Background: an optimization exercise with open tools, aiming at small area, a short achievable clock period and few clock cycles per item. Do not read the settings as production practice. Where RTL was checked, it was by simulation tests only, not by an equivalence proof against the original. No functional check of the RTL was part of run 4. No activity file was given, so power comes from the tool's default toggle rates.

[flow/run.sh]
#!/bin/bash
# synth_recipe.tcl (not shown) runs the flow's synth.tcl, then flattens the netlist and writes it again
# the make line also repeats each setting of config.mk as NAME=value (left out here)
make -C /OpenROAD-flow-scripts/flow DESIGN_CONFIG=/design/flow/config.mk WORK_HOME=/design/flow/orfs CLKGATE_MAP_FILE= SYNTH_SCRIPT=/design/flow/synth_recipe.tcl finish
[flow/config.mk]
export PLATFORM = sky130hd
export DESIGN_NAME = drive_to_relative_point
export DESIGN_NICKNAME = drive_to_relative_point
export VERILOG_FILES = /design/flow/design.v
export SDC_FILE = /design/flow/constraint.sdc
export NUM_CORES = 4
export LEC_CHECK = 0
export CAP_MARGIN = 20
export CORE_MARGIN = 2
export CORE_UTILIZATION = 40
export SETUP_SLACK_MARGIN = 3.5
export SLEW_MARGIN = 20
[flow/constraint.sdc]
create_clock -name core_clock -period 11.0 [get_ports {i_clk}]
set_input_delay 2.2000 -clock core_clock [delete_from_list [all_inputs] [get_ports {i_clk}]]
set_output_delay 2.2000 -clock core_clock [all_outputs]
set_load 0.01 [all_outputs]
[flow/design.v]
`timescale 1ns / 1ps
package dtrp_pkg;
    localparam int MAG_W   = 31;
    localparam int SPEED_W = 15;
    localparam int ROOT_W  = 32;
    localparam int RAD_W   = 2 * ROOT_W;
    localparam int NUM_W   = MAG_W + SPEED_W;
    localparam int QUOT_W  = 16;
    localparam int OUT_W   = 16;
    localparam int CIDX_W  = 3;
    localparam int CDAT_W  = 32;
    typedef enum logic [1:0] {
        ACT_START  = 2'd0,
        ACT_UPDATE = 2'd1,
        ACT_TICK   = 2'd2
    } t_action;
    localparam logic [1:0] CAUSE_NONE    = 2'd0;
    localparam logic [1:0] CAUSE_REACHED = 2'd1;
    localparam logic [1:0] CAUSE_TIMEOUT = 2'd2;
    localparam logic [CIDX_W-1:0] REG_OFFSET_X   = 3'd0;
    localparam logic [CIDX_W-1:0] REG_OFFSET_Y   = 3'd1;
    localparam logic [CIDX_W-1:0] REG_TGT_HDG    = 3'd2;
    localparam logic [CIDX_W-1:0] REG_SPEED      = 3'd3;
    localparam logic [CIDX_W-1:0] REG_THRESHOLD  = 3'd4;
    localparam logic [CIDX_W-1:0] REG_TIMEOUT    = 3'd5;
    localparam logic [CIDX_W-1:0] REG_STOP       = 3'd6;
endpackage
`timescale 1ns / 1ps
import dtrp_pkg::*;
module dtrp_sqrt (
    input  logic [32:0] i_e,
    input  logic [31:0] i_r,
    input  logic [33:0] i_r3,
    input  logic [30:0] i_x,
    input  logic [30:0] i_y,
    input  logic        i_bx,
    input  logic        i_by,
    output logic [32:0] o_e,
    output logic [31:0] o_r,
    output logic [33:0] o_r3
);
    logic [37:0] ea, xa, ya, s, c;
    logic [37:0] t, d1, d2, d3;
    logic [32:0] rp1;
    logic [1:0]  dig;
    assign ea = {3'b000, i_e, 2'b00};
    assign xa = i_bx ? {5'b0, i_x, 2'b01} : 38'd0;
    assign ya = i_by ? {5'b0, i_y, 2'b01} : 38'd0;
    assign s  = ea ^ xa ^ ya;
    assign c  = {((ea & xa) | (ea & ya) | (xa & ya)), 1'b0};
    assign t  = s + c;
    assign d1 = s + c - {4'b0000, i_r, 2'b01};
    assign d2 = s + c - {3'b000, i_r, 3'b100};
    assign d3 = s + c - {2'b00, i_r3, 2'b01} - 38'd8;
    assign rp1 = {1'b0, i_r} + 33'd1;
    always_comb begin
        if (!d3[37]) begin
            o_e = d3[32:0];
            o_r = {rp1[30:0], 1'b1};
            dig = 2'd3;
        end else if (!d2[37]) begin
            o_e = d2[32:0];
            o_r = {rp1[30:0], 1'b0};
            dig = 2'd2;
        end else if (!d1[37]) begin
            o_e = d1[32:0];
            o_r = {i_r[30:0], 1'b1};
            dig = 2'd1;
        end else begin
            o_e = t[32:0];
            o_r = {i_r[30:0], 1'b0};
            dig = 2'd0;
        end
    end
    assign o_r3 = {i_r3[32:0], 1'b0} + {31'd0, dig, 1'b0} + {32'd0, dig};
endmodule
`timescale 1ns / 1ps
import dtrp_pkg::*;
module dtrp_div (
    input  logic [31:0] i_rem,
    input  logic [30:0] i_a,
    input  logic [31:0] i_r,
    input  logic        i_bit,
    output logic [31:0] o_rem,
    output logic [1:0]  o_qd
);
    logic [34:0] ra, aa, t, d1, d2;
    assign ra = {2'b00, i_rem, 1'b0};
    assign aa = i_bit ? {4'b0000, i_a} : 35'd0;
    assign t  = ra + aa;
    assign d1 = ra + aa - {3'b000, i_r};
    assign d2 = ra + aa - {2'b00, i_r, 1'b0};
    always_comb begin
        if (!d2[34]) begin
            o_rem = d2[31:0];
            o_qd  = 2'd2;
        end else if (!d1[34]) begin
            o_rem = d1[31:0];
            o_qd  = 2'd1;
        end else begin
            o_rem = t[31:0];
            o_qd  = 2'd0;
        end
    end
endmodule
`timescale 1ns / 1ps
import dtrp_pkg::*;
module dtrp_rot_step (
    input  logic [2:0] i_rem,
    input  logic [1:0] i_bits,
    output logic [2:0] o_rem,
    output logic [1:0] o_q
);
    logic [4:0] v;
    assign v = {i_rem, i_bits};
    always_comb begin
        if (v >= 5'd15) begin
            o_q = 2'd3; o_rem = 3'(v - 5'd15);
        end else if (v >= 5'd10) begin
            o_q = 2'd2; o_rem = 3'(v - 5'd10);
        end else if (v >= 5'd5) begin
            o_q = 2'd1; o_rem = 3'(v - 5'd5);
        end else begin
            o_q = 2'd0; o_rem = v[2:0];
        end
    end
endmodule
module dtrp_rot (
    input  logic [9:0]       i_q5,
    input  logic [2:0]       i_r5,
    input  logic             i_big,
    input  logic             i_neg,
    output logic [OUT_W-1:0] o_vel_rot
);
    logic [4:0]  frac;
    logic [14:0] v;
    always_comb begin
        case (i_r5)
            3'd1:    frac = 5'd6;
            3'd2:    frac = 5'd12;
            3'd3:    frac = 5'd19;
            3'd4:    frac = 5'd25;
            default: frac = 5'd0;
        endcase
    end
    assign v = i_big ? 15'd24576 : {i_q5, frac};
    assign o_vel_rot = i_neg ? (16'd0 - {1'b0, v}) : {1'b0, v};
endmodule
`timescale 1ns / 1ps
import dtrp_pkg::*;
module drive_to_relative_point #(
    parameter int POS_WIDTH     = 32,
    parameter int VEL_FRAC_BITS = 15
) (
    input  logic                 i_clk,
    input  logic                 i_rst_n,
    input  logic                 i_cfg_we,
    input  logic [CIDX_W-1:0]    i_cfg_idx,
    input  logic [CDAT_W-1:0]    i_cfg_wdata,
    input  logic                 i_in_valid,
    output logic                 o_in_ready,
    input  logic [1:0]           i_action,
    input  logic [POS_WIDTH-1:0] i_pos_x,
    input  logic [POS_WIDTH-1:0] i_pos_y,
    input  logic [31:0]          i_yaw,
    output logic                 o_out_valid,
    input  logic                 i_out_ready,
    output logic [OUT_W-1:0]     o_vel_x,
    output logic [OUT_W-1:0]     o_vel_y,
    output logic [OUT_W-1:0]     o_vel_rot,
    output logic                 o_finished,
    output logic [1:0]           o_finish_cause,
    output logic                 o_stop_drive
);
    localparam int QD = 4;      
    localparam int QA = 2;      
    typedef enum logic [2:0] {
        S_IDLE, S_CLAMP, S_ABS, S_LZ, S_SQ, S_END
    } t_front;
    logic [31:0]        r_off_x, r_off_y, r_tgt_hdg;
    logic [SPEED_W-1:0] r_speed;
    logic [15:0]        r_thresh;
    logic [23:0]        r_tmo;
    logic               r_stop;
    logic [31:0]        r_goal_x, r_goal_y;
    logic               r_running;
    logic [23:0]        r_ticks;
    t_front             s_state;
    logic               r_in_ready;
    logic [32:0]        r_dx, r_dy, r_err;
    logic               r_xneg, r_yneg, r_eneg, r_shift, r_big;
    logic [30:0]        r_x, r_y;
    logic [32:0]        r_e;
    logic [31:0]        r_r;
    logic [33:0]        r_r3;
    logic [4:0]         r_ptr;
    logic               r_bx, r_by;
    logic               d_valid, d_run;
    logic [30:0]        d_ax, d_ay;
    logic [31:0]        d_r, d_remx, d_remy;
    logic [SPEED_W-1:0] d_qx, d_qy;
    logic               d_xneg, d_yneg;
    logic [3:0]         d_j;
    logic               d_bit;
    logic [11:0]        d_e;
    logic [2:0]         d_r5;
    logic [2:0]         d_rcnt;
    logic               d_big, d_eneg;
    logic [4:0]         q_mem [QD];
    logic [QA-1:0]      q_wr, q_rd;
    logic [QA:0]        q_cnt;
    logic               r_out_valid;
    logic [OUT_W-1:0]   r_o_vx, r_o_vy, r_o_vrot;
    logic               r_o_fin, r_o_sdrv;
    logic [1:0]         r_o_cause;
    always_ff @(posedge i_clk) begin
        if (!i_rst_n) begin
            r_off_x   <= '0;
            r_off_y   <= '0;
            r_tgt_hdg <= '0;
            r_speed   <= '0;
            r_thresh  <= 16'd256;
            r_tmo     <= '0;
            r_stop    <= 1'b0;
        end else if (i_cfg_we) begin
            case (i_cfg_idx)
                REG_OFFSET_X:  r_off_x   <= i_cfg_wdata;
                REG_OFFSET_Y:  r_off_y   <= i_cfg_wdata;
                REG_TGT_HDG:   r_tgt_hdg <= i_cfg_wdata;
                REG_SPEED:     r_speed   <= i_cfg_wdata[SPEED_W-1:0];
                REG_THRESHOLD: r_thresh  <= i_cfg_wdata[15:0];
                REG_TIMEOUT:   r_tmo     <= i_cfg_wdata[23:0];
                REG_STOP:      r_stop    <= i_cfg_wdata[0];
                default: ;
            endcase
        end
    end
    logic        accept, is_start;
    logic [31:0] op_x, op_y;
    logic [32:0] sum_x, sum_y, err, err_abs;
    logic [23:0] n_ticks;
    logic        tmo_hit;
    logic [31:0] ax32, ay32;
    logic        wide;
    logic [30:0] nz;
    logic [4:0]  lead;
    logic        lead_bx, lead_by;
    logic [32:0] e_n;
    logic [31:0] r_n;
    logic [33:0] r3_n;
    logic [4:0]  ptr_m1;
    logic        reached;
    logic        q_push, q_pop, pop_upd, d_free, d_done, q_room, handoff;
    logic [4:0]  q_in;
    logic [4:0]  q_head;
    logic        head_ok, can_load;
    t_front      s_next;
    logic [3:0]  spd_lead;
    assign accept   = i_in_valid && r_in_ready;
    assign is_start = (i_action == ACT_START);
    assign op_x     = is_start ? r_off_x : r_goal_x;
    assign op_y     = is_start ? r_off_y : r_goal_y;
    assign sum_x    = 33'($signed(op_x))
                    + 33'($signed(is_start ? i_pos_x : ~i_pos_x))
                    + 33'(!is_start);
    assign sum_y    = 33'($signed(op_y))
                    + 33'($signed(is_start ? i_pos_y : ~i_pos_y))
                    + 33'(!is_start);
    assign err      = 33'($signed(r_tgt_hdg)) - 33'($signed(i_yaw));
    assign n_ticks  = (r_ticks != '1) ? (r_ticks + 24'd1) : r_ticks;
    assign tmo_hit  = (r_tmo != '0) && (n_ticks >= r_tmo);
    assign ax32    = r_dx[32] ? 32'(33'd0 - r_dx) : r_dx[31:0];
    assign ay32    = r_dy[32] ? 32'(33'd0 - r_dy) : r_dy[31:0];
    assign wide    = ax32[31] | ay32[31];
    assign err_abs = r_err[32] ? (33'd0 - r_err) : r_err;
    assign nz = r_dx[30:0] | r_dy[30:0];
    always_comb begin
        lead = '0;
        for (int i = 0; i < 31; i++) begin
            if (nz[i]) lead = 5'(i);
        end
    end
    assign lead_bx = r_dx[lead];
    assign lead_by = r_dy[lead];
    assign ptr_m1  = r_ptr - 5'd1;
    dtrp_sqrt u_sqrt (
        .i_e  (r_e),
        .i_r  (r_r),
        .i_r3 (r_r3),
        .i_x  (r_x),
        .i_y  (r_y),
        .i_bx (r_bx),
        .i_by (r_by),
        .o_e  (e_n),
        .o_r  (r_n),
        .o_r3 (r3_n)
    );
    assign reached = !r_shift && (r_r <= {16'd0, r_thresh});
    always_comb begin
        spd_lead = '0;
        for (int i = 0; i < SPEED_W; i++) begin
            if (r_speed[i]) spd_lead = 4'(i);
        end
    end
    assign q_head   = q_mem[q_rd];
    assign d_done   = d_valid && !d_run && (d_rcnt == '0);
    assign can_load = !r_out_valid || i_out_ready;
    assign head_ok  = (q_cnt != '0) && (!q_head[4] || d_done);
    assign q_pop    = can_load && head_ok;
    assign pop_upd  = q_pop && q_head[4];
    assign d_free   = !d_valid || (d_done && !r_out_valid &&
                                   (q_cnt != '0) && q_head[4]);
    assign q_room   = (q_cnt != (QA+1)'(QD));
    assign handoff  = (s_state == S_END) && d_free && q_room;
    always_comb begin
        q_push = 1'b0;
        q_in   = 5'b0;
        s_next = s_state;
        case (s_state)
            S_IDLE: begin
                if (accept) begin
                    case (i_action)
                        ACT_START: begin
                            q_push = 1'b1;
                            s_next = S_CLAMP;
                        end
                        ACT_UPDATE: begin
                            if (r_running) s_next = S_ABS;
                            else           q_push = 1'b1;
                        end
                        ACT_TICK: begin
                            q_push = 1'b1;
                            if (r_running && tmo_hit)
                                q_in = {1'b0, 1'b1, CAUSE_TIMEOUT, r_stop};
                        end
                        default: q_push = 1'b1;
                    endcase
                end
            end
            S_CLAMP: s_next = S_IDLE;
            S_ABS:   s_next = S_LZ;
            S_LZ:    s_next = (nz == '0) ? S_END : S_SQ;
            S_SQ:    if (r_ptr == '0) s_next = S_END;
            S_END: begin
                if (handoff) begin
                    q_push = 1'b1;
                    q_in   = reached ? {1'b1, 1'b1, CAUSE_REACHED, r_stop}
                                     : {1'b1, 1'b0, CAUSE_NONE, 1'b0};
                    s_next = S_IDLE;
                end
            end
            default: s_next = S_IDLE;
        endcase
    end
    always_ff @(posedge i_clk) begin
        if (!i_rst_n) begin
            s_state    <= S_IDLE;
            r_in_ready <= 1'b1;
            r_goal_x   <= '0;
            r_goal_y   <= '0;
            r_running  <= 1'b0;
            r_ticks    <= '0;
        end else begin
            s_state    <= s_next;
            r_in_ready <= (s_next == S_IDLE) &&
                          ((q_cnt + (QA+1)'(q_push) - (QA+1)'(q_pop)) != (QA+1)'(QD));
            if (accept) begin
                case (i_action)
                    ACT_START: begin
                        r_ticks   <= '0;
                        r_running <= 1'b1;
                    end
                    ACT_TICK: begin
                        if (r_running) begin
                            r_ticks <= n_ticks;
                            if (tmo_hit) r_running <= 1'b0;
                        end
                    end
                    default: ;
                endcase
            end
            if (s_state == S_CLAMP) begin
                r_goal_x <= (r_dx[32:31] == 2'b01) ? 32'h7FFF_FFFF :
                            (r_dx[32:31] == 2'b10) ? 32'h8000_0000 : r_dx[31:0];
                r_goal_y <= (r_dy[32:31] == 2'b01) ? 32'h7FFF_FFFF :
                            (r_dy[32:31] == 2'b10) ? 32'h8000_0000 : r_dy[31:0];
            end
            if (handoff && reached) begin
                r_running <= 1'b0;
            end
        end
    end
    always_ff @(posedge i_clk) begin
        case (s_state)
            S_IDLE: begin
                r_dx  <= sum_x;
                r_dy  <= sum_y;
                r_err <= err;
            end
            S_ABS: begin
                r_dx    <= {2'b00, wide ? ax32[31:1] : ax32[30:0]};
                r_dy    <= {2'b00, wide ? ay32[31:1] : ay32[30:0]};
                r_xneg  <= r_dx[32];
                r_yneg  <= r_dy[32];
                r_shift <= wide;
                r_err   <= err_abs;
                r_eneg  <= r_err[32];
                r_x     <= '0;
                r_y     <= '0;
                r_e     <= '0;
                r_r     <= '0;
                r_r3    <= '0;
            end
            S_LZ: begin
                r_ptr <= lead;
                r_bx  <= lead_bx;
                r_by  <= lead_by;
                r_big <= (r_err >= 33'd3840);
            end
            S_SQ: begin
                r_e   <= e_n;
                r_r   <= r_n;
                r_r3  <= r3_n;
                r_x   <= {r_x[29:0], r_bx};
                r_y   <= {r_y[29:0], r_by};
                r_ptr <= ptr_m1;
                r_bx  <= r_dx[ptr_m1];
                r_by  <= r_dy[ptr_m1];
            end
            default: ;
        endcase
    end
    logic [31:0] remx_n, remy_n;
    logic [1:0]  qdx, qdy;
    logic [3:0]  j_m1;
    logic [2:0]  r5_n;
    logic [1:0]  q5_n;
    assign j_m1 = d_j - 4'd1;
    dtrp_div u_divx (
        .i_rem (d_remx),
        .i_a   (d_ax),
        .i_r   (d_r),
        .i_bit (d_bit),
        .o_rem (remx_n),
        .o_qd  (qdx)
    );
    dtrp_div u_divy (
        .i_rem (d_remy),
        .i_a   (d_ay),
        .i_r   (d_r),
        .i_bit (d_bit),
        .o_rem (remy_n),
        .o_qd  (qdy)
    );
    dtrp_rot_step u_rot_step (
        .i_rem  (d_r5),
        .i_bits (d_e[11:10]),
        .o_rem  (r5_n),
        .o_q    (q5_n)
    );
    always_ff @(posedge i_clk) begin
        if (!i_rst_n) begin
            d_valid <= 1'b0;
            d_run   <= 1'b0;
            d_rcnt  <= '0;
        end else if (handoff) begin
            d_valid <= 1'b1;
            d_run   <= (r_r != '0) && (r_speed != '0);
            d_rcnt  <= 3'd6;
        end else begin
            if (pop_upd) d_valid <= 1'b0;
            if (d_run && d_j == '0) d_run <= 1'b0;
            if (d_rcnt != '0) d_rcnt <= d_rcnt - 3'd1;
        end
    end
    always_ff @(posedge i_clk) begin
        if (handoff) begin
            d_ax   <= r_x;
            d_ay   <= r_y;
            d_r    <= r_r;
            d_remx <= '0;
            d_remy <= '0;
            d_qx   <= '0;
            d_qy   <= '0;
            d_xneg <= r_xneg;
            d_yneg <= r_yneg;
            d_j    <= spd_lead;
            d_bit  <= 1'b1;
            d_e    <= r_err[11:0];
            d_r5   <= '0;
            d_big  <= r_big;
            d_eneg <= r_eneg;
        end else begin
            if (d_run) begin
                d_remx <= remx_n;
                d_remy <= remy_n;
                d_qx   <= {SPEED_W'(d_qx + SPEED_W'(qdx[1])), qdx[0]};
                d_qy   <= {SPEED_W'(d_qy + SPEED_W'(qdy[1])), qdy[0]};
                d_j    <= j_m1;
                d_bit  <= r_speed[j_m1];
            end
            if (d_rcnt != '0) begin
                d_e  <= {d_e[9:0], q5_n};
                d_r5 <= r5_n;
            end
        end
    end
    always_ff @(posedge i_clk) begin
        if (!i_rst_n) begin
            q_wr  <= '0;
            q_rd  <= '0;
            q_cnt <= '0;
        end else begin
            if (q_push) begin
                q_mem[q_wr] <= q_in;
                q_wr        <= q_wr + 1'b1;
            end
            if (q_pop) q_rd <= q_rd + 1'b1;
            q_cnt <= q_cnt + (QA+1)'(q_push) - (QA+1)'(q_pop);
        end
    end
    logic [OUT_W-1:0] vx, vy, vrot;
    assign vx = d_xneg ? (OUT_W'(0) - OUT_W'(d_qx)) : OUT_W'(d_qx);
    assign vy = d_yneg ? (OUT_W'(0) - OUT_W'(d_qy)) : OUT_W'(d_qy);
    dtrp_rot u_rot (
        .i_q5      (d_e[9:0]),
        .i_r5      (d_r5),
        .i_big     (d_big),
        .i_neg     (d_eneg),
        .o_vel_rot (vrot)
    );
    always_ff @(posedge i_clk) begin
        if (!i_rst_n) begin
            r_out_valid <= 1'b0;
        end else if (can_load) begin
            r_out_valid <= head_ok;
        end
    end
    always_ff @(posedge i_clk) begin
        if (q_pop) begin
            r_o_vx    <= q_head[4] ? vx   : '0;
            r_o_vy    <= q_head[4] ? vy   : '0;
            r_o_vrot  <= q_head[4] ? vrot : '0;
            r_o_fin   <= q_head[3];
            r_o_cause <= q_head[2:1];
            r_o_sdrv  <= q_head[0];
        end
    end
    assign o_in_ready     = r_in_ready;
    assign o_out_valid    = r_out_valid;
    assign o_vel_x        = r_o_vx;
    assign o_vel_y        = r_o_vy;
    assign o_vel_rot      = r_o_vrot;
    assign o_finished     = r_o_fin;
    assign o_finish_cause = r_o_cause;
    assign o_stop_drive   = r_o_sdrv;
endmodule
==> results of run 1 <==
worst min-delay path by stage:
stage	startpoint	to	slack, ns	cells past startpoint
after floorplan	r_big	d_big	0.40	0
after global placement	r_eneg	d_eneg	0.40	0
after detailed placement	r_eneg	d_eneg	0.41	0
after CTS	r_eneg	d_eneg	0.42	0
after global routing	r_eneg	d_eneg	0.43	0
final	r_eneg	d_eneg	0.42	0
flip-flops by register name, summed over array words and instances (netlist names), 32 cells and up, named ones only:
register and count:
r_dy 33, r_off_x 32, r_off_y 32, r_goal_y 32, d_remx 32, r_goal_x 32
r_tgt_hdg 32, d_remy 32, r_e 33, r_dx 33, d_r 32, r_err 33
r_r3 34
cell families after synthesis:
| family | count (synthesis) | share of synthesized area |
|---|---|---|
| compound gates | 1855 | 0.188 |
| simple gates | 2424 | 0.184 |
| buf+inv | 767 | 0.0482 |
| mux | 157 | 0.0299 |
| flops | 815 | 0.340 |
| xor+xnor | 623 | 0.0888 |
| fa+ha+maj | 566 | 0.121 |
repair_timing:
action                     4_1_cts  5_1_grt
setup endpoints to repair       95       46
gates resized for setup        100       63
gates cloned                     3        2
pin swaps                       38       53
buffers inserted                26       20
through the flow:
stage / cell area [sq um] / utilization / cells / worst slack, ns
6_report: 69900 / 0.459 / 9399 / 3.41
5_1_grt: 69900 / 0.459 / 9398 / 3.13
4_1_cts: 69400 / 0.456 / 9374 / 3.46
3_5_place_dp: 65200 / 0.428 / 9166 / 1.46
3_3_place_gp: 65200 / 0.428 / 9166 / 1.73
2_1_floorplan: 61500 / - / 7207 / 3.51
area by class of cell:
cell class / count / area [sq um] / area share
Clock inverter: 51 / 579 / 0.00829
Timing Repair Buffer: 305 / 2950 / 0.0422
Inverter: 442 / 1670 / 0.0239
Sequential cell: 815 / 20900 / 0.299
Antenna cell: 3 / 7.51 / 0.000107
Multi-Input combinational cell: 5625 / 38400 / 0.550
Clock buffer: 128 / 2810 / 0.0403
Tap cell: 2030 / 2540 / 0.0364
synth_stat cells (all sizes together) (15+ instances only):
cell / number / share of area
nor3: 132 / 0.011
a31oi: 65 / 0.0066
a21oi: 581 / 0.047
o21a: 76 / 0.0093
a21o: 156 / 0.019
ha: 515 / 0.10
mux2: 80 / 0.015
o41ai: 15 / 0.0021
inv: 441 / 0.027
nor3b: 16 / 0.0020
nor2: 561 / 0.034
o21bai: 59 / 0.0072
dfxtp: 358 / 0.12
and2: 105 / 0.011
o22ai: 35 / 0.0036
and3: 133 / 0.014
mux2i: 64 / 0.010
o21ai: 441 / 0.036
clkbuf: 267 / 0.016
or2: 24 / 0.0024
xnor2: 378 / 0.054
nand2: 917 / 0.056
edfxtp: 457 / 0.22
a211oi: 75 / 0.0092
nand4: 55 / 0.0056
buf: 58 / 0.0049
or3: 62 / 0.0065
nand3: 155 / 0.013
a22oi: 64 / 0.0078
xor2: 245 / 0.035
nand2b: 85 / 0.0088
nor2b: 62 / 0.0063
or4: 29 / 0.0037
fa: 47 / 0.015
a31o: 16 / 0.0023
nor4: 54 / 0.0056
o31ai: 51 / 0.0066
o211ai: 47 / 0.0057
o311ai: 19 / 0.0027
routing by layer:
metal / vias up / share of wire
li1: 25874 / -
met1: 25308 / 0.48
met2: 1479 / 0.43
met3: 251 / 0.060
met4: 14 / 0.025
met5: - / 0.00050
power groups by stage:
| stage | clock [mW] | combinational, mW | sequential [mW] |
|---|---|---|---|
| finish | 3.42 | 2.62 | 3.80 |
| global route | 3.59 | 2.92 | 3.83 |
| CTS | 3.49 | 2.58 | 3.79 |
| detailed placement | 0 | 2.54 | 3.85 |
| global placement | 0 | 2.51 | 3.85 |
| floorplan | 0 | 1.93 | 3.73 |
==> results.txt, run 1 <==
minimum clock period=7.59 ns; Initial Util=0.403; worst hold path type=reg -> reg; Via-to-Cell Ratio=5.63; # port buffers=191; Via Count=52926; Crit path max-delay family=compound AO/OA/AOI/OAI gates; GR Util met1=0.330; fin crit share=0.690; Yosys Warn Count=5; post-synth cell types=93; final setup TNS=0 ns; number of synthesized register bits=815; worst skew pair latency=0.72 ns; sw frac=0.327; Final Setup Violations=0; Synth Cell Area=61400 sq um; H-tree depth=3; max_cap viols=0; All-Layer GR Usage=0.226; Routed WL per cell=19.5 um; clock root cell=clkbuf_16; slew margin rel.=0.253; antenna violations before repair=16; reg2reg path depth=38; Async SR Flop Fraction=0; met3 usage=0.0286; post-synthesis cell count=7207; first-pass iteration count of the detailed router=6; TritonCTS Buffers=95; Hold Worst Slack=0.424 ns; Clock Skews=0.0566 ns; met2 global-route usage=0.351; maximum VDD drop=0.000133 V; Main synth FF type=edfxtp_1; most frequent cells in the layout=nand2_1 (906), a21oi_1 (570), nor2_1 (548); crit path buf inv count=7; startpoint types=register; status=complete, no violations; Pwr Density=141 nW/um^2; Max stage delay cell, worst path=fa_2; syn nets=7907; Worst Tran Pin Value=1.12 ns; most common cell after layout, fill and taps aside=nand2_1; final WL=183000 um; Slew Viols, Final=0; iteration-0 DRC count of the detailed router=4473; global-route wire length before repair=286000 um; Sequential Power Share=0.386; clock network power share=0.348; Cell Int Power=6.62 mW; Critical Path Start=r_by; vias in the first global route=50406; I/O Pins=192; CP Data Arrival Time=8.04 ns; CP max stage delay=0.48 ns; setup slack, reg-to-reg=3.41 ns; FMAX=132 MHz; RD Place Congestion=0.945; WP depth=38; nets=7984; FF-to-FF End=r_r3[26]; end point of the critical path=r_r3[26]; DIE WIDTH=396 um; residual DRC count=0; Mapped Avg Cell Area=8.52 sq um; worst setup path class=reg -> reg; Net Sw Power=3.22 mW; share of layout cells above drive strength 1=0.0764; Crit path top cell by count=a21o_1; Rows=143; Critical Path Fanout Max=7; CP endpoint kind=register; Leakage=28.4 nW; area growth from synthesis to layout=13.7%; CTS tree=yes; Clock Sinks=815; clk buf depth=3; grt ovf=0; Hold-fix buffers, CTS=0; Fillers=14521; count of final hold-check violations=0; Gate power share=0.266; Die Footprint=157000 sq um; Worst Path Required=11.45 ns; Core Area=152000 sq um; RSZ-0062 raised after global routing=true; global routing's busiest layer=met2; Post-synth EDFFs=457; overall power=9.83 mW; Worst-path clk slew=0.06 ns; dpl hpwl=136000 um; sequential share of the synthesized area=0.340; die height=396 um; Reg2Reg Launch Point=r_by; post-route ant nets=0; pin count of the biggest net entering global routing=102
Testbench counts, summed over its fixed seeds: cycles 73,608, items 6,400.
==> run 2: changes to the inputs <==
--- a/flow/config.mk
+++ b/flow/config.mk
@@ -10,3 +10,2 @@
 export CORE_UTILIZATION = 40
-export SETUP_SLACK_MARGIN = 3.5
 export SLEW_MARGIN = 20
==> run 2 against run 1 <==
Effect of this change: still clean; clock skew rose by 0.029 ns; sequential share of layout area increased by 0.63 points; worst setup slack got worse by 2.1 ns; register-to-register slack worse by 2.1 ns; maximum frequency decreased by 22%; critical path type unchanged; largest cell class unchanged.
==> results.txt, run 2 <==
vias in the first global route=49663 (-1.5%); cell area after placement=65200 sq um (about the same); Post-Place Worst Slack=1.40 ns (-0.0601 ns); CTS tree=yes; Max stage delay cell, worst path=a2111oi_0; Initial Util=0.403 (unchanged); share of layout cells above drive strength 1=0.0550 (-0.0214); Async SR Flop Fraction=0 (unchanged); Post-synth top cells=nand2_1 (917), a21oi_1 (581), nor2_1 (560); All-Layer GR Usage=0.222 (-0.00408); Routed WL per cell=19.1 um (-1.8%); syn nets=7907 (unchanged); top-count cell post-synth=nand2_1; area growth from synthesis to layout=11.4%; maximum VDD drop=0.0000977 V (-27%); dpl hpwl=135000 um (-0.47%); grt ovf=0 (unchanged); Post-synth EDFFs=457 (unchanged); Resize count post-CTS=0 (-100%); metal2 WL=77500 um (-2.3%); Synth Cell Area=61400 sq um (unchanged); startpoint types=register; Fillers=14727 (+1.4%); DR WL met3=11500 um (+4.8%); crit path buf inv count=8 (+1); max reg flops=34 (unchanged); Crit path max-delay family=compound AO/OA/AOI/OAI gates; met1 wire length=85400 um (-2.8%); Area contributors post-synth=edfxtp_1 (22%), dfxtp_1 (12%), ha_1 (10%); CP endpoint kind=register; max_cap viols=0 (unchanged); Worst-path clk slew=0.06 ns (about the same); FMAX=103 MHz (-22%); final setup TNS=0 ns (unchanged); clock root cell=clkbuf_16; DIE WIDTH=396 um (unchanged); Pwr Density=141 nW/um^2 (about the same); register area=20900 sq um (unchanged); RSZ-0062 raised after global routing=false; worst skew pair latency=0.73 ns (about the same); TritonCTS Buffers=94 (-1.1%); Worst Tran Pin Value=1.11 ns (-0.0102 ns); clk buf depth=3 (unchanged); first-pass iteration count of the detailed router=6 (unchanged); post-route ant nets=0 (unchanged); area occupied by multi-input gates=37700 sq um (-1.8%); slew margin rel.=0.257 (+0.00408); Critical Path Fanout Max=30 (+23); number of synthesized register bits=815 (unchanged); minimum clock period=9.69 ns (+2.11 ns); antenna violations before repair=9 (-7); Yosys top cell area share=0.223 (unchanged); Top Layer Used=met5; Core Area=152000 sq um (unchanged); CP Data Arrival Time=10.26 ns (+2.22 ns); top register by number of flip-flops=r_r3; final WL=178000 um (-2.4%); global-route wire length before repair=281000 um (-1.7%); post-synth cell types=93 (unchanged); fin crit share=0.881 (+0.191); Leakage=27.9 nW (-1.8%); Yosys top cell by area=edfxtp_1; post-synthesis cell count=7207 (unchanged); worst hold path type=reg -> reg; count of final hold-check violations=0 (unchanged); worst setup path class=reg -> reg; iteration-0 DRC count of the detailed router=4115 (-8.0%); Yosys Warn Count=5 (unchanged); Hold-fix buffers, CTS=0 (unchanged); residual DRC count=0 (unchanged); Mapped Avg Cell Area=8.52 sq um (unchanged); Rows=143 (unchanged); status=complete, no violations; H-tree depth=3 (unchanged); Final Setup Violations=0 (unchanged); Worst Path Required=11.56 ns (+0.11 ns); # port buffers=191 (unchanged); Slew Viols, Final=0 (unchanged); Finished Cell Area=68400 sq um (-2.1%); most frequent cells in the layout=nand2_1 (911), a21oi_1 (580), nor2_1 (553); Clock Skews=0.0852 ns (+0.0286 ns); most common cell after layout, fill and taps aside=nand2_1; overall power=9.63 mW (-2.1%); CP max stage delay=0.84 ns (+0.36 ns); Via-to-Cell Ratio=5.60 (-0.58%); pin count of the biggest net entering global routing=88 (-14%); Main synth FF type=edfxtp_1; nets=7931 (-0.66%); Die Footprint=157000 sq um (unchanged); RD Place Congestion=0.925 (-2.1%); postcts setup bufs=0 (-100%); Clock Sinks=815 (unchanged); Via Count=52304 (-1.2%); sequential share of the synthesized area=0.340 (unchanged); die height=396 um (unchanged); I/O Pins=192 (unchanged); PnR worst setup slack=1.31 ns (-2.11 ns)
[run 2: cell counts after synthesis]
Identical to the previous run, type by type.
[run 2: cell families after synthesis]
| logic type | share of synthesized area |
|---|---|
| DFF | 0.340 |
| and+or+nand+nor | 0.184 |
| AOI/OAI and AO/OA | 0.188 |
| adders and majority gates | 0.121 |
| xor gates and xnor gates | 0.0888 |
| muxes | 0.0299 |
| buffers and inverters | 0.0482 |
[run 2: layer usage]
metal  GRT usage  vias to the layer above
met5           0                        -
met3      0.0311                      230
met1       0.323                    24867
li1            -                    25780
met4      0.0592                        8
met2       0.344                     1419
[run 2: through the flow]
stage               std cells  hold WS, ns   util
finish                   9343        0.449  0.449
global route             9341        0.465  0.449
CTS                      9340        0.452  0.449
detailed placement       9165        0.438  0.428
global placement         9165        0.419  0.428
floorplan                7207        0.400      -
[run 2: report_power, final]
part	switching (mW)	leakage, nW	internal, mW
Sequential	0.293	7.19	3.51
Combinational	1.47	19.1	1.09
Clock	1.41	1.57	1.85
[run 2: path summary, 6_finish.rpt]
kind,cells past startpoint,from,slack [ns],endpoint
min,2,r_goal_y[3],0.45,r_goal_y[3]
max,39,r_bx,1.31,r_r3[20]
max reg2reg,39,r_bx,1.31,r_r3[20]
min reg2reg,2,r_goal_y[3],0.45,r_goal_y[3]
[run 2: area by class of cell]
type	count	area share
Antenna cell	3	0.000110
Clock buffer	119	0.0377
Clock inverter	56	0.00903
Inverter	442	0.0244
Multi-Input combinational cell	5625	0.551
Sequential cell	815	0.305
Tap cell	2030	0.0371
Timing Repair Buffer	253	0.0347
[run 2: worst register-to-register path, delay by kind of cell, from the launching register on]
family / cells / cell delay [ns]
adder cells (fa/ha/maj): 6 / 2.20
buffers and inverters: 8 / 1.17
XOR/XNOR: 1 / 0.39
AO/OA/AOI/OAI: 15 / 3.88
AND/OR/NAND/NOR: 9 / 1.54
flip-flops: 1 / 0.40
==> run 3: changes to the inputs <==
--- a/flow/design.v
+++ b/flow/design.v
@@ -41,6 +41,7 @@
 );
-    logic [37:0] ea, xa, ya, s, c;
+    logic [37:0] ea, xa, ya, s, c, k1, k2, k3;
+    logic [37:0] s1, c1, s2, c2, s3, c3;
     logic [37:0] t, d1, d2, d3;
     logic [32:0] rp1;
-    logic [1:0]  dig;
+    logic [33:0] r3z, r3a, r3b, r3c;
     assign ea = {3'b000, i_e, 2'b00};
@@ -49,28 +50,41 @@
     assign s  = ea ^ xa ^ ya;
-    assign c  = {((ea & xa) | (ea & ya) | (xa & ya)), 1'b0};
+    assign c  = {((ea[36:0] & xa[36:0]) | (ea[36:0] & ya[36:0])
+                | (xa[36:0] & ya[36:0])), 1'b0};
+    assign k1 = ~{4'b0000, i_r, 2'b01};
+    assign k2 = ~{3'b000, i_r, 3'b100};
+    assign k3 = ~{2'b00, i_r3, 2'b01};
+    assign s1 = s ^ c ^ k1;
+    assign c1 = {((s[36:0] & c[36:0]) | (s[36:0] & k1[36:0]) | (c[36:0] & k1[36:0])), 1'b1};
+    assign s2 = s ^ c ^ k2;
+    assign c2 = {((s[36:0] & c[36:0]) | (s[36:0] & k2[36:0]) | (c[36:0] & k2[36:0])), 1'b1};
+    assign s3 = s ^ c ^ k3;
+    assign c3 = {((s[36:0] & c[36:0]) | (s[36:0] & k3[36:0]) | (c[36:0] & k3[36:0])), 1'b1};
     assign t  = s + c;
-    assign d1 = s + c - {4'b0000, i_r, 2'b01};
-    assign d2 = s + c - {3'b000, i_r, 3'b100};
-    assign d3 = s + c - {2'b00, i_r3, 2'b01} - 38'd8;
+    assign d1 = s1 + c1;
+    assign d2 = s2 + c2;
+    assign d3 = s3 + c3;
     assign rp1 = {1'b0, i_r} + 33'd1;
+    assign r3z = {i_r3[32:0], 1'b0} - 34'd2;
+    assign r3a = {i_r3[32:0], 1'b0} + 34'd1;
+    assign r3b = {i_r3[32:0], 1'b0} + 34'd4;
+    assign r3c = {i_r3[32:0], 1'b0} + 34'd7;
     always_comb begin
         if (!d3[37]) begin
-            o_e = d3[32:0];
-            o_r = {rp1[30:0], 1'b1};
-            dig = 2'd3;
+            o_e  = d3[32:0];
+            o_r  = {rp1[30:0], 1'b1};
+            o_r3 = r3c;
         end else if (!d2[37]) begin
-            o_e = d2[32:0];
-            o_r = {rp1[30:0], 1'b0};
-            dig = 2'd2;
+            o_e  = d2[32:0];
+            o_r  = {rp1[30:0], 1'b0};
+            o_r3 = r3b;
         end else if (!d1[37]) begin
-            o_e = d1[32:0];
-            o_r = {i_r[30:0], 1'b1};
-            dig = 2'd1;
+            o_e  = d1[32:0];
+            o_r  = {i_r[30:0], 1'b1};
+            o_r3 = r3a;
         end else begin
-            o_e = t[32:0];
-            o_r = {i_r[30:0], 1'b0};
-            dig = 2'd0;
+            o_e  = t[32:0];
+            o_r  = {i_r[30:0], 1'b0};
+            o_r3 = r3z;
         end
     end
-    assign o_r3 = {i_r3[32:0], 1'b0} + {31'd0, dig, 1'b0} + {32'd0, dig};
 endmodule
@@ -86,8 +100,14 @@
 );
-    logic [34:0] ra, aa, t, d1, d2;
+    logic [34:0] ra, aa, t, d1, d2, k1, k2, s1, c1, s2, c2;
     assign ra = {2'b00, i_rem, 1'b0};
     assign aa = i_bit ? {4'b0000, i_a} : 35'd0;
+    assign k1 = ~{3'b000, i_r};
+    assign k2 = ~{2'b00, i_r, 1'b0};
+    assign s1 = ra ^ aa ^ k1;
+    assign c1 = {((ra[33:0] & aa[33:0]) | (ra[33:0] & k1[33:0]) | (aa[33:0] & k1[33:0])), 1'b1};
+    assign s2 = ra ^ aa ^ k2;
+    assign c2 = {((ra[33:0] & aa[33:0]) | (ra[33:0] & k2[33:0]) | (aa[33:0] & k2[33:0])), 1'b1};
     assign t  = ra + aa;
-    assign d1 = ra + aa - {3'b000, i_r};
-    assign d2 = ra + aa - {2'b00, i_r, 1'b0};
+    assign d1 = s1 + c1;
+    assign d2 = s2 + c2;
     always_comb begin
@@ -411,3 +431,3 @@
                 r_r     <= '0;
-                r_r3    <= '0;
+                r_r3    <= 34'd2;
             end
--- a/flow/config.mk
+++ b/flow/config.mk
@@ -10,2 +10,3 @@
 export CORE_UTILIZATION = 40
+export SETUP_SLACK_MARGIN = 5
 export SLEW_MARGIN = 20
==> run 3 against run 2 <==
Effect of this change: routed wire length increased by 22%; cell area is 13% higher; sequential power is 1% higher; utilization about the same; largest cell class unchanged; clock power grew 8.0%; highest routed layer unchanged; register-to-register slack better by 3.9 ns; power increased by 1.3%; synthesized area is 13% higher; non-clock buffer count grew 23.
==> results.txt, run 3 <==
residual DRC count=0 (unchanged); iteration-0 DRC count of the detailed router=4628 (+12%); CTS tree=yes; sequential share of the synthesized area=0.302 (-0.0379); Via Count=59826 (+14%); Die Footprint=176000 sq um (+12%); worst skew pair latency=0.76 ns (+0.03 ns); CP Data Arrival Time=6.34 ns (-3.92 ns); post-synth cell types=93 (unchanged); Area contributors post-synth=edfxtp_1 (20%), dfxtp_1 (10%), ha_1 (9.0%); antenna violations before repair=8 (-1); Hold-fix buffers, CTS=0 (unchanged); Final Setup Violations=0 (unchanged); syn nets=9128 (+15%); vias in the first global route=56989 (+15%); most frequent cells in the layout=nand2_1 (889), inv_1 (786), a21oi_1 (725); Post-synth EDFFs=457 (unchanged); Clock Sinks=815 (unchanged); Yosys Warn Count=5 (unchanged); RD Place Congestion=0.961 (+3.9%); Yosys top cell by area=edfxtp_1; max_cap viols=0 (unchanged); register area=20900 sq um (about the same); Slew Viols, Final=0 (unchanged); CP endpoint kind=register; worst path cell trace=clkdlybuf4s50_1 > buf_8 > or2_4 > buf_12 > mux2_2 > fa_2 > a211oi_2 > o21bai_1 > nor3b_1 > o31a_1 > o22ai_4 > a21oi_2 > o31ai_4 > a21oi_1 > o21a_1 > or3_1 > a31o_2; cell area after placement=73200 sq um (+12%); post-synthesis cell count=8236 (+14%); global-route wire length before repair=336000 um (+20%); Routed WL per cell=20.5 um (+7.2%); Initial Util=0.403 (-0.000856); minimum clock period=5.82 ns (-3.87 ns); pin count of the biggest net entering global routing=91 (+3.4%); die height=420 um (+6.0%); Leakage=32.5 nW (+16%); share of layout cells above drive strength 1=0.0568 (+0.00185); Mapped Avg Cell Area=8.39 sq um (-1.5%); area growth from synthesis to layout=11.7%; max reg flops=34 (unchanged); Synth Cell Area=69100 sq um (+13%); Main synth FF type=edfxtp_1; All-Layer GR Usage=0.244 (+0.0216); number of synthesized register bits=815 (unchanged); Worst-path clk slew=0.06 ns (about the same); first-pass iteration count of the detailed router=6 (unchanged); DIE WIDTH=420 um (+6.0%); clk buf depth=3 (unchanged); Max stage delay cell, worst path=clkdlybuf4s50_1; Finished Cell Area=77200 sq um (+13%); Rows=152 (+6.3%); CP max stage delay=0.49 ns (-0.35 ns); count of final hold-check violations=0 (unchanged); TritonCTS Buffers=94 (unchanged); Via-to-Cell Ratio=5.64 (+0.67%); worst hold path type=reg -> reg; slew margin rel.=0.210 (-0.0476); clock root cell=clkbuf_16; Worst Tran Pin Value=1.18 ns (+0.0718 ns); status=complete, no violations; I/O Pins=192 (unchanged); Core Area=172000 sq um (+13%); Fillers=16684 (+13%); Pwr Density=126 nW/um^2 (-10%); final setup TNS=0 ns (unchanged); Async SR Flop Fraction=0 (unchanged); RSZ-0062 raised after global routing=true; Hold Worst Slack=0.424 ns (-0.0254 ns); most common cell after layout, fill and taps aside=nand2_1; Yosys top cell area share=0.198 (-0.0249); area occupied by multi-input gates=44300 sq um (+17%); maximum VDD drop=0.000122 V (+25%); H-tree depth=3 (unchanged); top-count cell post-synth=nand2_1; Critical Path Fanout Max=8 (-73%); Clock Skews=0.0654 ns (-0.0198 ns); Post-synth top cells=nand2_1 (894), inv_1 (789), a21oi_1 (730); dpl hpwl=163000 um (+20%); startpoint types=primary input; top register by number of flip-flops=r_r3; nets=9115 (+15%); FMAX=172 MHz (+66%); final WL=217000 um (+22%); post-route ant nets=0 (unchanged); worst setup path class=in -> reg; # port buffers=191 (unchanged); fin crit share=0.529 (-0.352); overall power=9.76 mW (+1.3%); grt ovf=0 (unchanged); Worst Path Required=11.52 ns (-0.04 ns)
## run 3: metal layers
layer  track usage  up-vias  routed length (um)
met2         0.381     1935               96000
li1              -    28827                   -
met3        0.0300      325               13900
met5             0        -                   8
met1         0.348    28737              101000
met4        0.0797        2                6960
## run 3: through the flow
stage | util | std cells | setup slack (ns)
after floorplan | - | 8236 | 5.01
after global placement | 0.426 | 10419 | 3.01
after detailed placement | 0.426 | 10419 | 2.95
after CTS | 0.447 | 10601 | 4.96
after global routing | 0.450 | 10614 | 4.90
final | 0.450 | 10616 | 5.18
## run 3: cell type report
cell class / instances / share of cell area
clock inverters: 62 / 0.0105
repair buffers: 276 / 0.0350
flip-flops and latches: 815 / 0.271
clock buffers: 114 / 0.0343
diodes: 3 / 0.0000972
multi-input cells: 6244 / 0.573
inverters: 792 / 0.0387
well taps: 2310 / 0.0374
## run 3: power breakdown
group / switching, mW / internal, mW / total [mW]
logic: 1.42 / 0.973 / 2.39
registers: 0.327 / 3.51 / 3.84
clock network: 1.48 / 2.04 / 3.52
## run 3: final timing paths
kind,endpoint,cells after the start,slack [ns],start
worst max register to register,r_r3[14],19,5.21,r_by
worst min register to register,d_big,0,0.42,r_big
worst min-delay path,d_big,0,0.42,r_big
worst max-delay path,r_dy[30],17,5.18,i_action[0]
## run 3: critical path: cells and delay by family
family	cells	cell delay (ns)
compound gates	9	1.86
buf+inv	3	0.82
simple gates	3	0.66
fa+ha+maj	1	0.43
mux	1	0.37
## run 3: cells by family (layout without fill, tap and decap cells)
logic type / after synthesis / count (layout) / share of synthesized area
AO/OA/AOI/OAI: 2166 / 2166 / 0.195
XOR/XNOR: 628 / 628 / 0.0796
adder cells (fa/ha/maj): 754 / 754 / 0.164
buffers and inverters: 1179 / 1244 / 0.0645
flip-flops: 815 / 815 / 0.302
multiplexers: 154 / 154 / 0.0250
other: 0 / 3 / 0
AND/OR/NAND/NOR: 2540 / 2542 / 0.170
## run 3: timing repair
item,CTS,global route
pin swaps,2,13
endpoints found under the setup margin,105,76
gates resized for setup,29,56
setup buffers,4,10
gates cloned,2,1
Testbench counts of run 3, summed over its fixed seeds: cycles 73,608, items 6,400.
==> run 4: changes to the inputs <==
--- a/flow/design.v
+++ b/flow/design.v
@@ -30,5 +30,4 @@
 module dtrp_sqrt (
-    input  logic [32:0] i_e,
+    input  logic [33:0] i_e,
     input  logic [31:0] i_r,
-    input  logic [33:0] i_r3,
     input  logic [30:0] i_x,
@@ -37,12 +36,10 @@
     input  logic        i_by,
-    output logic [32:0] o_e,
-    output logic [31:0] o_r,
-    output logic [33:0] o_r3
+    output logic [33:0] o_e,
+    output logic [31:0] o_r
 );
-    logic [37:0] ea, xa, ya, s, c, k1, k2, k3;
-    logic [37:0] s1, c1, s2, c2, s3, c3;
-    logic [37:0] t, d1, d2, d3;
+    logic [37:0] ea, xa, ya, s, c, k1, k2;
+    logic [37:0] s1, c1, s2, c2;
+    logic [37:0] t, d1, d2;
     logic [32:0] rp1;
-    logic [33:0] r3z, r3a, r3b, r3c;
-    assign ea = {3'b000, i_e, 2'b00};
+    assign ea = {2'b00, i_e, 2'b00};
     assign xa = i_bx ? {5'b0, i_x, 2'b01} : 38'd0;
@@ -52,5 +49,4 @@
                 | (xa[36:0] & ya[36:0])), 1'b0};
-    assign k1 = ~{4'b0000, i_r, 2'b01};
-    assign k2 = ~{3'b000, i_r, 3'b100};
-    assign k3 = ~{2'b00, i_r3, 2'b01};
+    assign k1 = ~{2'b00, i_r, 4'b0100};
+    assign k2 = ~{1'b0, i_r, 5'b10000};
     assign s1 = s ^ c ^ k1;
@@ -59,30 +55,16 @@
     assign c2 = {((s[36:0] & c[36:0]) | (s[36:0] & k2[36:0]) | (c[36:0] & k2[36:0])), 1'b1};
-    assign s3 = s ^ c ^ k3;
-    assign c3 = {((s[36:0] & c[36:0]) | (s[36:0] & k3[36:0]) | (c[36:0] & k3[36:0])), 1'b1};
-    assign t  = s + c;
-    assign d1 = s1 + c1;
-    assign d2 = s2 + c2;
-    assign d3 = s3 + c3;
+    assign t   = s + c;
+    assign d1  = s1 + c1;
+    assign d2  = s2 + c2;
     assign rp1 = {1'b0, i_r} + 33'd1;
-    assign r3z = {i_r3[32:0], 1'b0} - 34'd2;
-    assign r3a = {i_r3[32:0], 1'b0} + 34'd1;
-    assign r3b = {i_r3[32:0], 1'b0} + 34'd4;
-    assign r3c = {i_r3[32:0], 1'b0} + 34'd7;
     always_comb begin
-        if (!d3[37]) begin
-            o_e  = d3[32:0];
-            o_r  = {rp1[30:0], 1'b1};
-            o_r3 = r3c;
-        end else if (!d2[37]) begin
-            o_e  = d2[32:0];
-            o_r  = {rp1[30:0], 1'b0};
-            o_r3 = r3b;
+        if (!d2[37]) begin
+            o_e = d2[33:0];
+            o_r = {rp1[30:0], 1'b0};
         end else if (!d1[37]) begin
-            o_e  = d1[32:0];
-            o_r  = {i_r[30:0], 1'b1};
-            o_r3 = r3a;
+            o_e = d1[33:0];
+            o_r = {i_r[30:0], 1'b1};
         end else begin
-            o_e  = t[32:0];
-            o_r  = {i_r[30:0], 1'b0};
-            o_r3 = r3z;
+            o_e = t[33:0];
+            o_r = {i_r[30:0], 1'b0};
         end
@@ -212,5 +194,4 @@
     logic [30:0]        r_x, r_y;
-    logic [32:0]        r_e;
+    logic [33:0]        r_e;
     logic [31:0]        r_r;
-    logic [33:0]        r_r3;
     logic [4:0]         r_ptr;
@@ -267,6 +248,6 @@
     logic        lead_bx, lead_by;
-    logic [32:0] e_n;
+    logic [33:0] e_n;
     logic [31:0] r_n;
-    logic [33:0] r3_n;
-    logic [4:0]  ptr_m1;
+    logic [4:0]  ptr_m1, ptr_m2;
+    logic        nxt_bx, nxt_by;
     logic        reached;
@@ -302,5 +283,8 @@
     end
-    assign lead_bx = r_dx[lead];
-    assign lead_by = r_dy[lead];
+    assign lead_bx = (lead != '0) && r_dx[lead - 5'd1];
+    assign lead_by = (lead != '0) && r_dy[lead - 5'd1];
     assign ptr_m1  = r_ptr - 5'd1;
+    assign ptr_m2  = r_ptr - 5'd2;
+    assign nxt_bx  = (r_ptr > 5'd1) && r_dx[ptr_m2];
+    assign nxt_by  = (r_ptr > 5'd1) && r_dy[ptr_m2];
     dtrp_sqrt u_sqrt (
@@ -308,3 +292,2 @@
         .i_r  (r_r),
-        .i_r3 (r_r3),
         .i_x  (r_x),
@@ -314,4 +297,3 @@
         .o_e  (e_n),
-        .o_r  (r_n),
-        .o_r3 (r3_n)
+        .o_r  (r_n)
     );
@@ -427,9 +409,8 @@
                 r_eneg  <= r_err[32];
-                r_x     <= '0;
-                r_y     <= '0;
-                r_e     <= '0;
                 r_r     <= '0;
-                r_r3    <= 34'd2;
             end
             S_LZ: begin
+                r_x   <= {30'd0, r_dx[lead]};
+                r_y   <= {30'd0, r_dy[lead]};
+                r_e   <= {33'd0, r_dx[lead]} + {33'd0, r_dy[lead]};
                 r_ptr <= lead;
@@ -442,3 +423,2 @@
                 r_r   <= r_n;
-                r_r3  <= r3_n;
                 r_x   <= {r_x[29:0], r_bx};
@@ -446,4 +426,4 @@
                 r_ptr <= ptr_m1;
-                r_bx  <= r_dx[ptr_m1];
-                r_by  <= r_dy[ptr_m1];
+                r_bx  <= nxt_bx;
+                r_by  <= nxt_by;
             end
@@ -497,4 +477,4 @@
         if (handoff) begin
-            d_ax   <= r_x;
-            d_ay   <= r_y;
+            d_ax   <= r_dx[30:0];
+            d_ay   <= r_dy[30:0];
             d_r    <= r_r;
==> flow/flow/run.sh (new file) <==
#!/bin/bash
set -euo pipefail
MARGIN=7
sed "s/SETUP_SLACK_MARGIN=[0-9.-]*/SETUP_SLACK_MARGIN=${MARGIN}/" standard.sh > standard_margin.sh
grep -q "SETUP_SLACK_MARGIN=${MARGIN} " standard_margin.sh
bash standard_margin.sh > standard.log 2>&1
==> flow/standard.sh (new file) <==
#!/bin/bash
# synth_recipe.tcl (not shown) runs the flow's synth.tcl, then flattens the netlist and writes it again
# the make line also repeats each setting of config.mk as NAME=value (left out here)
make -C /OpenROAD-flow-scripts/flow DESIGN_CONFIG=/design/flow/config.mk WORK_HOME=/design/flow/orfs CLKGATE_MAP_FILE= SYNTH_SCRIPT=/design/flow/synth_recipe.tcl "${@:-finish}"
removed: flow/run.sh
==> run 4 against run 3 <==
Effect of this change: non-clock buffer count rose by 534; worst setup slack better by 0.61 ns; routed wire length increased by 6.6%; sequential cell count fell by 32; clock skew down 0.022 ns; utilization grew 6.7 points; critical path type is now reg -> reg.
==> results.txt, run 4 <==
status=complete, no violations; dpl hpwl=157000 um (-3.9%); post-route ant nets=0 (unchanged); post-synth cell types=108 (+16%); Final Core Density=0.516 (+0.0666); CP endpoint kind=register; Area contributors post-synth=edfxtp_1 (19%), dfxtp_1 (11%), ha_1 (8.9%); syn nets=8493 (-7.0%); RD Place Congestion=0.937 (-2.5%); Routed WL per cell=22.1 um (+8.1%); clk buf depth=3 (unchanged); nets=9041 (-0.81%); DIE WIDTH=410 um (-2.4%); Mapped Avg Cell Area=8.59 sq um (+2.3%); Leakage=34.5 nW (+6.4%); Core Area=163000 sq um (-5.0%); Crit path max-delay family=compound AO/OA/AOI/OAI gates; TritonCTS Buffers=96 (+2.1%); top-count cell post-synth=nand2_1; Yosys top cell by area=edfxtp_1; pin count of the biggest net entering global routing=102 (+12%); Yosys top cell area share=0.194 (-0.00467); share of layout cells above drive strength 1=0.207 (+0.151); first-pass iteration count of the detailed router=6 (unchanged); max reg flops=34 (unchanged); overall power=10.8 mW (+11%); Clock Sinks=783 (-3.9%); Yosys Warn Count=5 (unchanged); Hold-fix buffers, CTS=0 (unchanged); die height=410 um (-2.4%); grt ovf=0 (unchanged); final setup TNS=0 ns (unchanged); number of synthesized register bits=783 (-3.9%); worst hold path type=reg -> reg; Rows=148 (-2.6%); RSZ-0062 raised after global routing=true; CP max stage delay=0.59 ns (+0.10 ns); clock root cell=clkbuf_16; # port buffers=191 (unchanged); global-route wire length before repair=347000 um (+3.2%); sequential share of the synthesized area=0.303 (+0.000519); H-tree depth=3 (unchanged); count of final hold-check violations=0 (unchanged); Final Setup Violations=0 (unchanged); area growth from synthesis to layout=27.9%; Synth Cell Area=65800 sq um (-4.8%); iteration-0 DRC count of the detailed router=4500 (-2.8%); Critical Path Fanout Max=7 (-1); All-Layer GR Usage=0.264 (+0.0202); Slew Viols, Final=0 (unchanged); Finished Cell Area=84200 sq um (+9.1%); CTS tree=yes; final WL=232000 um (+6.6%); Worst-path clk slew=0.06 ns (about the same); max_cap viols=0 (unchanged); crit path buf inv count=6 (+3); I/O Pins=192 (unchanged); Worst Path Required=11.46 ns (-0.06 ns); Clock Skews=0.0435 ns (-0.0220 ns); Via Count=60018 (+0.32%); post-synthesis cell count=7664 (-6.9%); Hold Worst Slack=0.420 ns (-0.00375 ns); Post-synth top cells=nand2_1 (895), inv_1 (724), a21oi_1 (528); Initial Util=0.404 (+0.00102); top register by number of flip-flops=r_e; slew margin rel.=0.275 (+0.0656); Async SR Flop Fraction=0 (unchanged); vias in the first global route=58279 (+2.3%); Main synth FF type=edfxtp_1; fin crit share=0.474 (-0.0553); worst path cell trace=buf_6 > buf_12 > and2_1 > fa_2 > fa_1 > ha_4 > nor2_4 > nand3b_1 > a41o_1 > a211oi_4 > o31ai_2 > buf_4 > a2111oi_4 > nor2_4 > o41ai_4 > buf_6 > buf_12 > buf_4 > nor3_2 > a2111oi_0; most common cell after layout, fill and taps aside=nand2_1; Post-synth EDFFs=425 (-7.0%); FMAX=192 MHz (+12%); residual DRC count=0 (unchanged); Worst Tran Pin Value=1.08 ns (-0.0975 ns); Die Footprint=168000 sq um (-4.7%); worst setup path class=reg -> reg; Fillers=14842 (-11%); cell area after placement=71100 sq um (-2.8%); CP Data Arrival Time=5.67 ns (-0.67 ns); Max stage delay cell, worst path=fa_2; Via-to-Cell Ratio=5.73 (+1.7%); antenna violations before repair=8 (unchanged); most frequent cells in the layout=nand2_1 (839), inv_1 (674), nor2_1 (461); maximum VDD drop=0.000128 V (+4.7%); worst skew pair latency=0.73 ns (-0.03 ns); minimum clock period=5.21 ns (-0.608 ns); Pwr Density=129 nW/um^2 (+2.0%); startpoint types=register
## run 4: repair_timing
| item | CTS | global route |
|---|---|---|
| setup buffers | 359 | 132 |
| pin swaps | 373 | 260 |
| cloned | 31 | 8 |
| endpoints found under the setup margin | 273 | 330 |
| gates resized for setup | 771 | 359 |
## run 4: final cells by class
type                    count  area (sq um)  area share
diodes                      2          5.00   0.0000594
flip-flops and latches    783         20000       0.237
repair buffers            810          8460       0.100
well taps                2175          2720      0.0323
clock inverters            63           642     0.00762
inverters                 731          2790      0.0332
clock buffers             119          2630      0.0312
multi-input cells        5790         47000       0.558
## run 4: logic make-up (layout without fill, tap and decap cells)
logic type | after synthesis | count (layout) | share of synthesized area
buffers and inverters | 1094 | 1723 | 0.0635
DFF | 783 | 783 | 0.303
adders and majority gates | 691 | 691 | 0.157
xor gates and xnor gates | 540 | 540 | 0.0719
and+or+nand+nor | 2327 | 2330 | 0.167
other | 0 | 2 | 0
AOI/OAI and AO/OA | 2044 | 2044 | 0.202
muxes | 185 | 185 | 0.0368
## run 4: report_power, final
group,switching (mW),internal [mW]
registers,0.282,3.41
clock network,1.42,1.90
logic,2.18,1.65
total,3.88,6.96
## run 4: final timing paths
path / startpoint / to / slack (ns) / depth (start not counted)
worst max-delay path: r_bx / r_e[2] / 5.79 / 20
worst min-delay path: r_eneg / d_eneg / 0.42 / 0
worst max register to register: r_bx / r_e[2] / 5.79 / 20
worst min register to register: r_eneg / d_eneg / 0.42 / 0
## run 4: layer usage
metal / share of wire / up-vias / global-route usage
met5: 0.00016 / - / 0
met4: 0.052 / 6 / 0.120
met3: 0.073 / 514 / 0.0329
met2: 0.45 / 2235 / 0.426
met1: 0.42 / 29204 / 0.353
li1: - / 28059 / -
## run 4: metrics by stage
stage / std cells / setup WS [ns]
finish: 10473 / 5.79
global route: 10472 / 5.71
CTS: 10331 / 5.96
detailed placement: 9759 / 3.39
global placement: 9758 / 3.50
floorplan: 7664 / 5.57
## run 4: worst register-to-register path, stage by stage, from the launching register on
cell       delay [ns]
edfxtp_1         0.39
buf_6            0.17
buf_12           0.15
and2_1           0.15
fa_2             0.59
fa_1             0.47
ha_4             0.20
nor2_4           0.12
nand3b_1         0.14
a41o_1           0.33
a211oi_4         0.29
o31ai_2          0.08
buf_4            0.17
a2111oi_4        0.43
nor2_4           0.10
o41ai_4          0.27
buf_6            0.17
buf_12           0.14
buf_4            0.15
nor3_2           0.04
a2111oi_0        0.41

==> static timing again, ports no longer ideal <==
Ports are ideal in the flow. The routed layouts listed here were re-timed in OpenROAD.
Step 1 sets driving cells, clkbuf_16 on the clock port and buf_2 on the other inputs (assumed; they add their load-dependent delay and slew).
Step 2, shift: input delay + t, output delay - t, t = (earliest + latest rising clock arrival at the registers) / 2. This alone moves slack from input paths to output paths.
Three values: ideal ports, drivers, drivers and shift; two values: the first two.
run	shift t [ns]	slack for setup (ns)	latest minus earliest clock arrival (ns)	worst register clock-pin slew, ns
run 1	0.786	3.413 / 3.413 / 3.141	0.070 / 0.069	0.07 / 0.07
run 2	0.776	1.308 / 1.308 / 1.308	0.094 / 0.094	0.07 / 0.07
run 3	0.820	5.178 / 5.215 / 4.418	0.076 / 0.076	0.07 / 0.07
run 4	0.794	5.787 / 5.787 / 5.232	0.045 / 0.045	0.07 / 0.07
After both steps setup and hold are still met in every run listed. For run 3, which loses most, drivers alone change the setup slack by +0.037 ns; drivers and shift together by -0.760 ns.
